Context: an optimization exercise on an open-source flow, tuned for small area, a short achievable clock period and few clock cycles. The choices shown serve that exercise and are no tape-out recipe.
In this exercise RTL edits were held to simulation tests only and were not proved equivalent to the original.

==> flow/design.v, too long to show whole: its modules and the start of the top module <==
// module gcn_sequencer: 27 lines
// module gcn_adjacency: 32 lines
// module gcn_id_dec: 8 lines
// module gcn_aggregate: 331 lines
// module gcn_transform: 30 lines
// module gcn_wreg: 8 lines
// module gcn_mac: 219 lines
// module gcn_fa: 10 lines
// module gcn_xor2: 7 lines
// module gcn_maj3: 8 lines
// module gcn_ha: 9 lines
// module gcn_argmax: 33 lines
// module gcn_cls: 172 lines
// module gcn_top: 65 lines
module gcn_top (
    input  logic                                      clk,
    input  logic                                      rst_n,
    input  logic                                      start,
    input  logic [6-1:0][3-1:0]    edge_src,
    input  logic [6-1:0][3-1:0]    edge_dst,
    input  logic [6-1:0][5-1:0]    feat_col,
    input  logic [3-1:0][5-1:0]  weight_row,
    output logic                                      feat_re,
    output logic [4-1:0]                    feat_addr,
    output logic [6-1:0][2-1:0]   y,
    output logic                                      done
);
  // ...
==> flow/run.sh <==
#!/bin/bash
# synth_recipe.tcl (not shown) runs the flow's synth.tcl, then flattens the netlist and writes it again
# the make line also repeats each setting of config.mk as NAME=value (left out here)
make -C /OpenROAD-flow-scripts/flow DESIGN_CONFIG=/design/flow/config.mk WORK_HOME=/design/flow/orfs CLKGATE_MAP_FILE= SYNTH_SCRIPT=/design/flow/synth_recipe.tcl finish
==> flow/config.mk <==
export PLATFORM = sky130hd
export DESIGN_NAME = gcn_top
export DESIGN_NICKNAME = gcn_top
export VERILOG_FILES = /design/flow/design.v
export SDC_FILE = /design/flow/constraint.sdc
export NUM_CORES = 4
export LEC_CHECK = 0
export ABC_CLOCK_PERIOD_IN_PS = 3000
export CAP_MARGIN = 20
export CORE_MARGIN = 2
export CORE_UTILIZATION = 40
export CTS_BUF_LIST = sky130_fd_sc_hd__clkbuf_8
export CTS_CLUSTER_DIAMETER = 60
export CTS_CLUSTER_SIZE = 16
export PLACE_DENSITY = 0.75
export SETUP_SLACK_MARGIN = 4.3
export SLEW_MARGIN = 20
export SYNTH_HIERARCHICAL = 1
==> flow/constraint.sdc <==
create_clock -name core_clock -period 7.5 [get_ports {clk}]
set_input_delay 1.5000 -clock core_clock [delete_from_list [all_inputs] [get_ports {clk}]]
set_output_delay 1.5000 -clock core_clock [all_outputs]
set_load 0.01 [all_outputs]
==> impl_metrics.toml, run 1 <==
[layout]
num-multi-input-gates = 3939
largest_register_ffs = 216
num-fill-cells = 10300
inverters = 132

[die]
die_area_um2 = 112000

[global_route]
grt_pass1_vias = 34400
grt_max_degree = 29
grt.met2_usage_pct = 32.6
grtUsageTotal_pct = 19.3

[sta]
rsz0062_at_grt = "false"
slew_viol_final = 0

[setup_path]
crit_arrival_ns = 1.61
worstPathMaxFanout = 1
reg2reg_slack_ns = 4.40
r2r_start = "i_adj.tri_r[8]"

[clocking]
hold_buffers = 0
clk_latency_ns = 0.77
numCtsBuffers = 58

[synth]
syn_nets = 4993
postSynthCellCount = 4716

[status]
status = "timing/DRC/antenna clean"

[min_path]
hp-start = "i_agg.wd_r[6]"

[placed_design]
port_buffers = 100
Testbench counts, summed over its fixed seeds: cycles 8,064.
==> run 2, diff against run 1 <==
--- a/flow/config.mk
+++ b/flow/config.mk
@@ -8,7 +8,7 @@
 export ABC_CLOCK_PERIOD_IN_PS = 3000
 export CAP_MARGIN = 20
 export CORE_MARGIN = 2
-export CORE_UTILIZATION = 40
+export CORE_UTILIZATION = 55
 export CTS_BUF_LIST = sky130_fd_sc_hd__clkbuf_8
 export CTS_CLUSTER_DIAMETER = 60
 export CTS_CLUSTER_SIZE = 16
==> run 2 against run 1 <==
Still clean on timing, DRC and antenna. Sequential cell count unchanged. Register-to-register slack gained 0.04 ns.
==> impl_metrics.toml, run 2 <==
[clocking]
clk_pin_slew_ns = 0.10
cts_tree = "yes"
numCtsBuffers = 53
cts_buffer_depth = 3
root_buffer = "clkbuf_8"
clk_latency_ns = 0.71
clock-sinks = 453
h-tree-depth = 2

[sta]
layout_min_cycle_time_ns = 3.12
max_freq_ghz = 0.321
slew_viol_final = 0
worst_clock_skew_ns = 0.0304
tns_ns = 0
finalHoldViolations = 0
post-route-period-util_pct = 41.6
setup_viol = 0
max_slew_margin_pct = 17.3
rsz0062_at_grt = "false"
worst_slew_pin_slew_ns = 1.24

[die]
io_pins = 102
start_util_pct = 55.3
die_area_um2 = 81400
core_area_um2 = 78700
die_h_um = 285
die_w_um = 285
rows = 103

[setup_path]
critPathLaunchType = "flop"
worstPathMaxFanout = 6
crit_arrival_ns = 1.62
path_cells = "clkdlybuf4s15_1"
crit_slowest_cell = "dfrtp_1"
critPathTopFamily = "flip-flops"
crit_type = "flop to primary output"
critPathRequiredTime_ns = 6.00
cp-end-kind = "primary output"
crit_buf_inv = 1
r2r_start = "i_adj.tri_r[23]"
slowest_delay_ns = 0.46
startpoint = "i_seq.cnt[0]"

[layout]
drive_gt1_share_pct = 18.6
largestRegisters = "i_xfm.g_node.g_cls.u_mac.acc x216, i_xfm.g_wreg.u_wreg.q x54, i_agg.agg_sum x48"
areaGrowthSynthToFinish_pct = 7.31
final_cell_mix = "xor2_1, xnor2_1, dfxtp_1"
top_register = "i_xfm.g_node.g_cls.u_mac.acc"
final_common_cell = "xor2_1"
layout.nets = 5002
largest_register_ffs = 216

[global_route]
grt_max_degree = 29
antenna_found_initial = 6
grt-ovfl-total = 0
grtUsageTotal_pct = 25.6
grt_pass1_wl_um = 173000
grt_pass1_vias = 33500

[drt]
met2_length_um = 49200
top_layer = "met5"
wl_per_cell_um = 18.5
vias_per_cell = 5.91
dr.first_iter.drc_count = 2396
ant_nets = 0
drt_wl_total_um = 108000
wl_met3_um = 6490
drt-pass1-iter-count = 6
drc = 0
wl_met1_um = 48300
vias = 34400

[placed_design]
dp_hpwl_um = 79300
port_buffers = 100
place.gp.congestion = 0.985

[run]
drv_cap = 0

[synth]
netlist_area_um2 = 43500
syn_avg_cell_area_um2 = 9.23
postSynthCellCount = 4716
syn_nets = 4993
ys_warn_count = 13

[status]
status = "timing/DRC/antenna clean"

[min_path]
min_path_type = "flop to flop"
hp-start = "i_argmax.done"
-- run 2: worst paths after layout --
check / to / slack [ns] / cells after the start
min: i_argmax.done / 0.52 / 1
min in group asynchronous: i_argmax.done / 1.03 / 1
max: feat_addr[0] / 4.38 / 1
max reg2reg: i_agg.agg_sum[44] / 4.44 / 9
max in group asynchronous: i_seq.cnt[1] / 6.23 / 1
min reg2reg: i_argmax.done / 0.52 / 1
-- run 2: cell type report --
| type | count | area [um^2] |
|---|---|---|
| Clock buffer | 61 | 840 |
| Antenna cell | 1 | 2.50 |
| Sequential cell | 453 | 9670 |
| Clock inverter | 37 | 444 |
| Multi-Input combinational cell | 3939 | 32600 |
| Inverter | 132 | 495 |
| Timing Repair Buffer | 146 | 1410 |
| Tap cell | 1050 | 1310 |
| Fill cell | 6762 | 32000 |
-- run 2: repair_timing --
action	CTS	global route
endpoints found under the setup margin	68	72
buffers inserted	0	18
hold buffers	0	0
hold endpoints to repair	0	0
resized for setup	63	137
pin swaps	0	12
-- run 2: per-stage QoR --
step	util (%)	instance area (um^2)	hold WS (ns)	worst slack (ns)	instances
final	59.3	46700	0.517	4.38	5819
after global routing	59.3	46700	0.503	4.30	5819
after CTS	58.8	46300	0.526	4.23	5800
after detailed placement	57.1	44900	0.499	3.92	5702
after global placement	57.0	44900	0.490	3.90	5702
after floorplan	-	43500	0.410	4.57	4716
-- run 2: routing by layer --
layer / vias to the layer above / track usage (%)
met5: - / 0
met4: 8 / 8.73
met3: 239 / 3.44
met2: 995 / 42.3
met1: 16400 / 34.2
li1: 16700 / -
==> run 3, diff against run 2 <==
--- a/flow/config.mk
+++ b/flow/config.mk
@@ -5,7 +5,6 @@
 export SDC_FILE = /design/flow/constraint.sdc
 export NUM_CORES = 4
 export LEC_CHECK = 0
-export ABC_CLOCK_PERIOD_IN_PS = 3000
 export CAP_MARGIN = 20
 export CORE_MARGIN = 2
 export CORE_UTILIZATION = 55
==> run 3 against run 2 <==
Via count is the same. Routed wire length is the same. Clock-buffer cell count is the same. Clock skew is the same. Non-clock buffer count is the same. Hold slack is the same. Area after synthesis is the same. Design area is the same. Die area is the same.
==> impl_metrics.toml, run 3 <==
[sta]
layout_min_cycle_time_ns = 3.12
finalWorstSetupSlack_ns = 4.38
rsz0062_at_grt = "false"
post-route-period-util_pct = 41.6
worst_slew_pin_slew_ns = 1.24
max_freq_ghz = 0.321
worst_clock_skew_ns = 0.0304
tns_ns = 0
finalHoldViolations = 0
setup_viol = 0
slew_viol_final = 0
max_slew_margin_pct = 17.3

[layout]
largestRegisters = "i_xfm.g_node.g_cls.u_mac.acc x216, i_xfm.g_wreg.u_wreg.q x54, i_agg.agg_sum x48"
num-fill-cells = 6762
areaGrowthSynthToFinish_pct = 7.31
final_common_cell = "xor2_1"
layout.nets = 5002
largest_register_ffs = 216
top_register = "i_xfm.g_node.g_cls.u_mac.acc"
final_cell_mix = "xor2_1, xnor2_1, dfxtp_1"
drive_gt1_share_pct = 18.6

[synth]
postSynthCellCount = 4716
syn_avg_cell_area_um2 = 9.23
ys_warn_count = 13
netlist_area_um2 = 43500
syn_nets = 4993

[placed_design]
port_buffers = 100
dp_hpwl_um = 79300
place.gp.congestion = 0.985
post-place-ws_ns = 3.92

[global_route]
grt_max_degree = 29
grt_pass1_vias = 33500
grtUsageTotal_pct = 25.6
grt-ovfl-total = 0
antenna_found_initial = 6
grt_pass1_wl_um = 173000

[clocking]
cts_tree = "yes"
clock-sinks = 453
numCtsBuffers = 53
root_buffer = "clkbuf_8"
cts_buffer_depth = 3
clk_latency_ns = 0.71
hold_buffers = 0
h-tree-depth = 2
clk_pin_slew_ns = 0.10

[setup_path]
slowest_delay_ns = 0.46
crit_arrival_ns = 1.62
critPathTopFamily = "flip-flops"
worstPathMaxFanout = 6
critPathRequiredTime_ns = 6.00
cp-end-kind = "primary output"
crit_type = "flop to primary output"
crit_slowest_cell = "dfrtp_1"
startpoint = "i_seq.cnt[0]"
r2r_start = "i_adj.tri_r[23]"
critPathLaunchType = "flop"
path_cells = "clkdlybuf4s15_1"
crit_buf_inv = 1

[die]
core_area_um2 = 78700
die_h_um = 285
rows = 103
die_area_um2 = 81400
io_pins = 102
start_util_pct = 55.3
die_w_um = 285

[drt]
dr.first_iter.drc_count = 2396
wl_per_cell_um = 18.5
drt_wl_total_um = 108000
ant_nets = 0
vias_per_cell = 5.91
drc = 0
vias = 34400
drt-pass1-iter-count = 6

[min_path]
min_path_type = "flop to flop"
hp-start = "i_argmax.done"

[status]
status = "timing/DRC/antenna clean"

[run]
drv_cap = 0
run 3: final cells by class:
type                       instances  area [um^2]  area share, %
multi-input combinational       3939        32600           69.7
sequential                       453         9670           20.7
timing repair buffer             146         1410           3.01
tap                             1050         1310           2.81
clock buffer                      61          840           1.80
inverter                         132          495           1.06
clock inverter                    37          444          0.951
antenna                            1         2.50        0.00536
run 3: layer usage:
layer	vias to the layer above	track usage [%]	routed length, um	part of all wire [%]
li1	16700	-	-	-
met1	16400	34.2	48300	45
met5	-	0	51	0.047
met2	995	42.3	49200	46
met4	8	8.73	3750	3.5
met3	239	3.44	6490	6.0
run 3: timing repair:
| action | CTS | global route |
|---|---|---|
| endpoints found under the setup margin | 68 | 72 |
| buffers inserted | 0 | 18 |
| gates resized for setup | 63 | 137 |
| pin swaps | 0 | 12 |
| gates cloned | 0 | 0 |
run 3: worst paths after layout:
check / to / slack (ns) / cells after the start
setup / recovery: feat_addr[0] / 4.38 / 1
hold / removal: i_argmax.done / 0.52 / 1
setup reg to reg: i_agg.agg_sum[44] / 4.44 / 9
hold reg to reg: i_argmax.done / 0.52 / 1
max in group asynchronous: i_seq.cnt[1] / 6.23 / 1
min in group asynchronous: i_argmax.done / 1.03 / 1
run 3: metrics by stage:
step | instances | hold slack, ns | instance area, um^2 | utilization, %
2_1_floorplan | 4716 | 0.410 | 43500 | -
3_3_place_gp | 5702 | 0.490 | 44900 | 57.0
3_5_place_dp | 5702 | 0.499 | 44900 | 57.1
4_1_cts | 5800 | 0.526 | 46300 | 58.8
5_1_grt | 5819 | 0.503 | 46700 | 59.3
6_report | 5819 | 0.517 | 46700 | 59.3
==> run 4, diff against run 3 <==
--- a/flow/config.mk
+++ b/flow/config.mk
@@ -5,6 +5,7 @@
 export SDC_FILE = /design/flow/constraint.sdc
 export NUM_CORES = 4
 export LEC_CHECK = 0
+export ABC_CLOCK_PERIOD_IN_PS = 5000
 export CAP_MARGIN = 20
 export CORE_MARGIN = 2
 export CORE_UTILIZATION = 55
==> run 4 against run 3 <==
Clock skew did not move. Via count is the same. Clock-buffer cell count did not move. Critical path depth did not move.
==> impl_metrics.toml, run 4 <==
[clocking]
numCtsBuffers = 53
hold_buffers = 0
h-tree-depth = 2
root_buffer = "clkbuf_8"
cts_tree = "yes"
clk_latency_ns = 0.71
clk_pin_slew_ns = 0.10
cts_buffer_depth = 3
clock-sinks = 453

[global_route]
grt_max_degree = 29
grt_pass1_wl_um = 173000
grt-ovfl-total = 0
antenna_found_initial = 6
grt_pass1_vias = 33500
grtUsageTotal_pct = 25.6

[sta]
worst_clock_skew_ns = 0.0304
slew_viol_final = 0
layout_min_cycle_time_ns = 3.12
worst_slew_pin_slew_ns = 1.24
post-route-period-util_pct = 41.6
finalHoldViolations = 0
max_slew_margin_pct = 17.3
setup_viol = 0
max_freq_ghz = 0.321
rsz0062_at_grt = "false"
tns_ns = 0

[die]
die_area_um2 = 81400
core_area_um2 = 78700
die_w_um = 285
rows = 103
io_pins = 102
die_h_um = 285
start_util_pct = 55.3

[setup_path]
path_cells = "clkdlybuf4s15_1"
crit_buf_inv = 1
slowest_delay_ns = 0.46
crit_slowest_cell = "dfrtp_1"
worstPathMaxFanout = 6
critPathLaunchType = "flop"
critPathTopFamily = "flip-flops"
cp-end-kind = "primary output"
critPathRequiredTime_ns = 6.00
crit_arrival_ns = 1.62
crit_type = "flop to primary output"

[placed_design]
place.gp.congestion = 0.985
dp_hpwl_um = 79300
port_buffers = 100
dp_cells = 5702

[drt]
vias = 34400
ant_nets = 0
dr.first_iter.drc_count = 2396
drt-pass1-iter-count = 6
vias_per_cell = 5.91
drt_wl_total_um = 108000
wl_per_cell_um = 18.5
drc = 0

[layout]
final_cell_mix = "xor2_1, xnor2_1, dfxtp_1"
largest_register_ffs = 216
fin_cells = 5819
final_common_cell = "xor2_1"
drive_gt1_share_pct = 18.6
top_register = "i_xfm.g_node.g_cls.u_mac.acc"
areaGrowthSynthToFinish_pct = 7.31
layout.nets = 5002
largestRegisters = "i_xfm.g_node.g_cls.u_mac.acc x216, i_xfm.g_wreg.u_wreg.q x54, i_agg.agg_sum x48"

[synth]
ys_warn_count = 13
netlist_area_um2 = 43500
syn_avg_cell_area_um2 = 9.23
syn_nets = 4993
postSynthCellCount = 4716

[min_path]
min_path_type = "flop to flop"

[status]
status = "timing/DRC/antenna clean"

[run]
drv_cap = 0
[run 4: cell counts in the layout (fill, tap and decap cells not counted)]
Identical to the previous run, type by type.
[run 4: final cells by class]
type,count,area (um^2)
tap,1050,1310
multi-input combinational,3939,32600
antenna,1,2.50
inverter,132,495
fill,6762,32000
clock inverter,37,444
clock buffer,61,840
timing repair buffer,146,1410
sequential,453,9670
[run 4: through the flow]
| stage | hold WS [ns] | utilization, % | setup WS, ns | area [um^2] |
|---|---|---|---|---|
| floorplan | 0.410 | - | 4.57 | 43500 |
| global placement | 0.490 | 57.0 | 3.90 | 44900 |
| detailed placement | 0.499 | 57.1 | 3.92 | 44900 |
| CTS | 0.526 | 58.8 | 4.23 | 46300 |
| global route | 0.503 | 59.3 | 4.30 | 46700 |
| finish | 0.517 | 59.3 | 4.38 | 46700 |
[run 4: worst reg2reg max path: stages, from the launching register on]
cell and delay, ns:
edfxtp_1 0.77, mux2_2 0.42, a22o_1 0.23, fa_1 0.47, ha_1 0.33, a21o_2 0.20
a21o_1 0.17, ha_1 0.17, nor2_1 0.11, xnor2_1 0.12
[run 4: path summary, 6_finish.rpt]
path	cells past startpoint	from	end	slack, ns
min in group asynchronous	1	rst_n	i_argmax.done	1.03
setup reg to reg	9	i_adj.tri_r[23]	i_agg.agg_sum[44]	4.44
setup / recovery	1	i_seq.cnt[0]	feat_addr[0]	4.38
max in group asynchronous	1	rst_n	i_seq.cnt[1]	6.23
hold / removal	1	i_argmax.done	i_argmax.done	0.52
hold reg to reg	1	i_argmax.done	i_argmax.done	0.52
[run 4: timing repair]
item / CTS / global route
setup endpoints to repair: 68 / 72
setup buffers: 0 / 18
pin swaps: 0 / 12
gates resized for setup: 63 / 137
cloned: 0 / 0
[run 4: metal layers]
metal	up-vias	share of wire, %	global-route usage [%]
met3	239	6.0	3.44
met1	16400	45	34.2
li1	16700	-	-
met4	8	3.5	8.73
met2	995	46	42.3
met5	-	0.047	0
==> run 5, diff against run 4 <==
==> flow/config.mk (replaced) <==
export PLATFORM = sky130hd
export DESIGN_NAME = gcn_top
export DESIGN_NICKNAME = gcn_top
export VERILOG_FILES = /design/flow/design.v
export SDC_FILE = /design/flow/constraint.sdc
export NUM_CORES = 4
export LEC_CHECK = 0
export ABC_CLOCK_PERIOD_IN_PS = 3000
export CAP_MARGIN = 20
export CORE_MARGIN = 2
export CORE_UTILIZATION = 65
export CTS_BUF_LIST = sky130_fd_sc_hd__clkbuf_8
export CTS_CLUSTER_DIAMETER = 60
export CTS_CLUSTER_SIZE = 16
export PLACE_DENSITY = 0.8
export SETUP_SLACK_MARGIN = 4.3
export SLEW_MARGIN = 20
export SYNTH_HIERARCHICAL = 1
==> run 5 against run 4 <==
Sequential cell count is the same. Still clean on timing, DRC and antenna. Synthesized cell count did not move. Critical path type unchanged. Maximum frequency about the same. First-iteration DRC count about the same. Critical path depth is the same. Critical endpoint is now feat_addr[3]. Design area fell by 0.78%. Routed wire length rose by 0.70%.
==> impl_metrics.toml, run 5 <==
[placed_design]
place.gp.congestion = 0.987
dp_cells = 5516
post-place-ws_ns = 3.93
port_buffers = 100
dp_hpwl_um = 79600

[sta]
max_freq_ghz = 0.321
worst_clock_skew_ns = 0.0223
rsz0062_at_grt = "false"
finalHoldViolations = 0
setup_viol = 0
max_slew_margin_pct = 17.4
post-route-period-util_pct = 41.6
tns_ns = 0
layout_min_cycle_time_ns = 3.12
finalWorstSetupSlack_ns = 4.38
slew_viol_final = 0
worst_slew_pin_slew_ns = 1.24

[die]
die_w_um = 263
rows = 94
io_pins = 102
die_h_um = 263
start_util_pct = 65.9
core_area_um2 = 66100
die_area_um2 = 69100

[clocking]
clock-sinks = 453
cts_tree = "yes"
h-tree-depth = 2
hold_buffers = 0
clk_pin_slew_ns = 0.10
clk_latency_ns = 0.69
cts_buffer_depth = 3
numCtsBuffers = 51
root_buffer = "clkbuf_8"

[setup_path]
crit_buf_inv = 1
cp-end-kind = "primary output"
crit_slowest_cell = "dfrtp_1"
critPathTopFamily = "flip-flops"
reg2reg_slack_ns = 4.39
worstPathMaxFanout = 7
path_cells = "dlygate4sd2_1"
slowest_delay_ns = 0.50
critPathLaunchType = "flop"
rr_endpoint = "i_agg.agg_sum[12]"
r2r_start = "i_adj.tri_r[9]"
crit_arrival_ns = 1.62
crit_type = "flop to primary output"
critPathRequiredTime_ns = 6.00
reg2reg_depth = 9

[layout]
top_register = "i_xfm.g_node.g_cls.u_mac.acc"
num-fill-cells = 5139
final_common_cell = "xor2_1"
fin_cells = 5627
drive_gt1_share_pct = 18.6
areaGrowthSynthToFinish_pct = 6.48
final_cell_mix = "xor2_1, xnor2_1, dfxtp_1"
layout.nets = 4999
largest_register_ffs = 216
largestRegisters = "i_xfm.g_node.g_cls.u_mac.acc x216, i_xfm.g_wreg.u_wreg.q x54, i_agg.agg_sum x48"

[synth]
netlist_area_um2 = 43500
syn_avg_cell_area_um2 = 9.23
ys_warn_count = 13
postSynthCellCount = 4716
syn_nets = 4993

[min_path]
hp-start = "i_agg.wd_r[6]"
hold_depth = 0
whs_endpoint = "i_xfm.g_wreg[2].u_wreg.q[9]"
min_path_type = "flop to flop"

[drt]
wl_per_cell_um = 19.3
drc = 0
drt_wl_total_um = 109000
ant_nets = 0
vias_per_cell = 6.17
vias = 34700
drt-pass1-iter-count = 8
dr.first_iter.drc_count = 2394

[global_route]
grt_max_degree = 29
antenna_found_initial = 5
grtUsageTotal_pct = 30.2
grt_pass1_wl_um = 173000
grt_pass1_vias = 34000
grt-ovfl-total = 0

[status]
status = "timing/DRC/antenna clean"

[run]
drv_cap = 0
==> run 5: worst max-delay path by stage <==
stage	startpoint	to	depth (start not counted)
2_1_floorplan	i_xfm.g_wreg[0].u_wreg.q[5]	i_xfm.g_node[0].g_cls[1].u_mac.acc[17]	10
3_3_place_gp	edge_dst[7]	i_adj.tri_r[9]	5
3_5_place_dp	edge_src[11]	i_adj.tri_r[23]	5
4_1_cts	i_agg.agg_sum[45]	i_xfm.g_node[5].g_cls[1].u_mac.pend[2]	11
5_1_grt	i_agg.agg_sum[40]	i_xfm.g_node[5].g_cls[2].u_mac.acc[11]	11
6_report	i_seq.cnt[3]	feat_addr[3]	1
==> run 5: layer usage <==
| layer | GRT usage [%] | vias up | routed length, um |
|---|---|---|---|
| met5 | 0 | - | 27 |
| met4 | 12.7 | 4 | 4570 |
| met3 | 4.64 | 285 | 6790 |
| met2 | 50.4 | 1097 | 49600 |
| met1 | 38.9 | 16600 | 47500 |
| li1 | - | 16700 | - |
==> run 5: what timing repair did <==
action,4_1_cts,5_1_grt
setup buffers,1,16
pin swaps,0,12
setup endpoints to repair,71,74
gates resized for setup,73,137
==> run 5: cell type report <==
type	count	area, um^2	area share (%)
Inverter	132	495	1.07
Antenna cell	2	5.00	0.0108
Multi-Input combinational cell	3939	32600	70.3
Timing Repair Buffer	145	1400	3.03
Clock inverter	38	370	0.799
Clock buffer	54	743	1.60
Tap cell	864	1080	2.33
Sequential cell	453	9690	20.9
==> run 5: per-stage QoR <==
stage | hold slack [ns] | utilization [%] | cell area, um^2
2_1_floorplan | 0.410 | - | 43500
3_3_place_gp | 0.478 | 67.6 | 44700
3_5_place_dp | 0.470 | 67.6 | 44700
4_1_cts | 0.451 | 69.4 | 45900
5_1_grt | 0.463 | 70.1 | 46400
6_report | 0.454 | 70.1 | 46400

[afterwards: timing with drivers on the ports]
The flow's constraints put no driver on any port. The routed layouts listed below were extracted and timed again, unchanged, in two steps. Step 1: set_driving_cell puts a clkbuf_16 on clk and a buf_2 on each other input, an assumption about the parent block. Step 2 adds t to the input delays and takes it off the output delays; t is the mean of the earliest and latest rising clock arrival at the registers after step 1. Input paths then give back, and output paths get back, about the clock's delay inside the block. Slacks: ideal ports / drivers / drivers and shift; pairs: ideal ports / drivers.
run | t, ns | setup WS [ns] | worst hold slack (ns) | slew at the worst register clock pin (ns)
run 1 | 0.817 | 4.393 / 4.325 / 3.787 | 0.447 / 0.447 / 0.447 | 0.10 / 0.10
run 2 | 0.755 | 4.381 / 4.317 / 3.815 | 0.517 / 0.517 / 0.517 | 0.10 / 0.10
run 3 | 0.755 | 4.381 / 4.317 / 3.815 | 0.517 / 0.517 / 0.517 | 0.10 / 0.10
run 4 | 0.755 | 4.381 / 4.317 / 3.815 | 0.517 / 0.517 / 0.517 | 0.10 / 0.10
run 5 | 0.744 | 4.383 / 4.320 / 3.779 | 0.454 / 0.454 / 0.454 | 0.10 / 0.10
After both steps setup and hold are still met in every run listed. The setup slack of run 1, which loses most, moves by -0.068 ns with the drivers and by -0.606 ns with both steps.
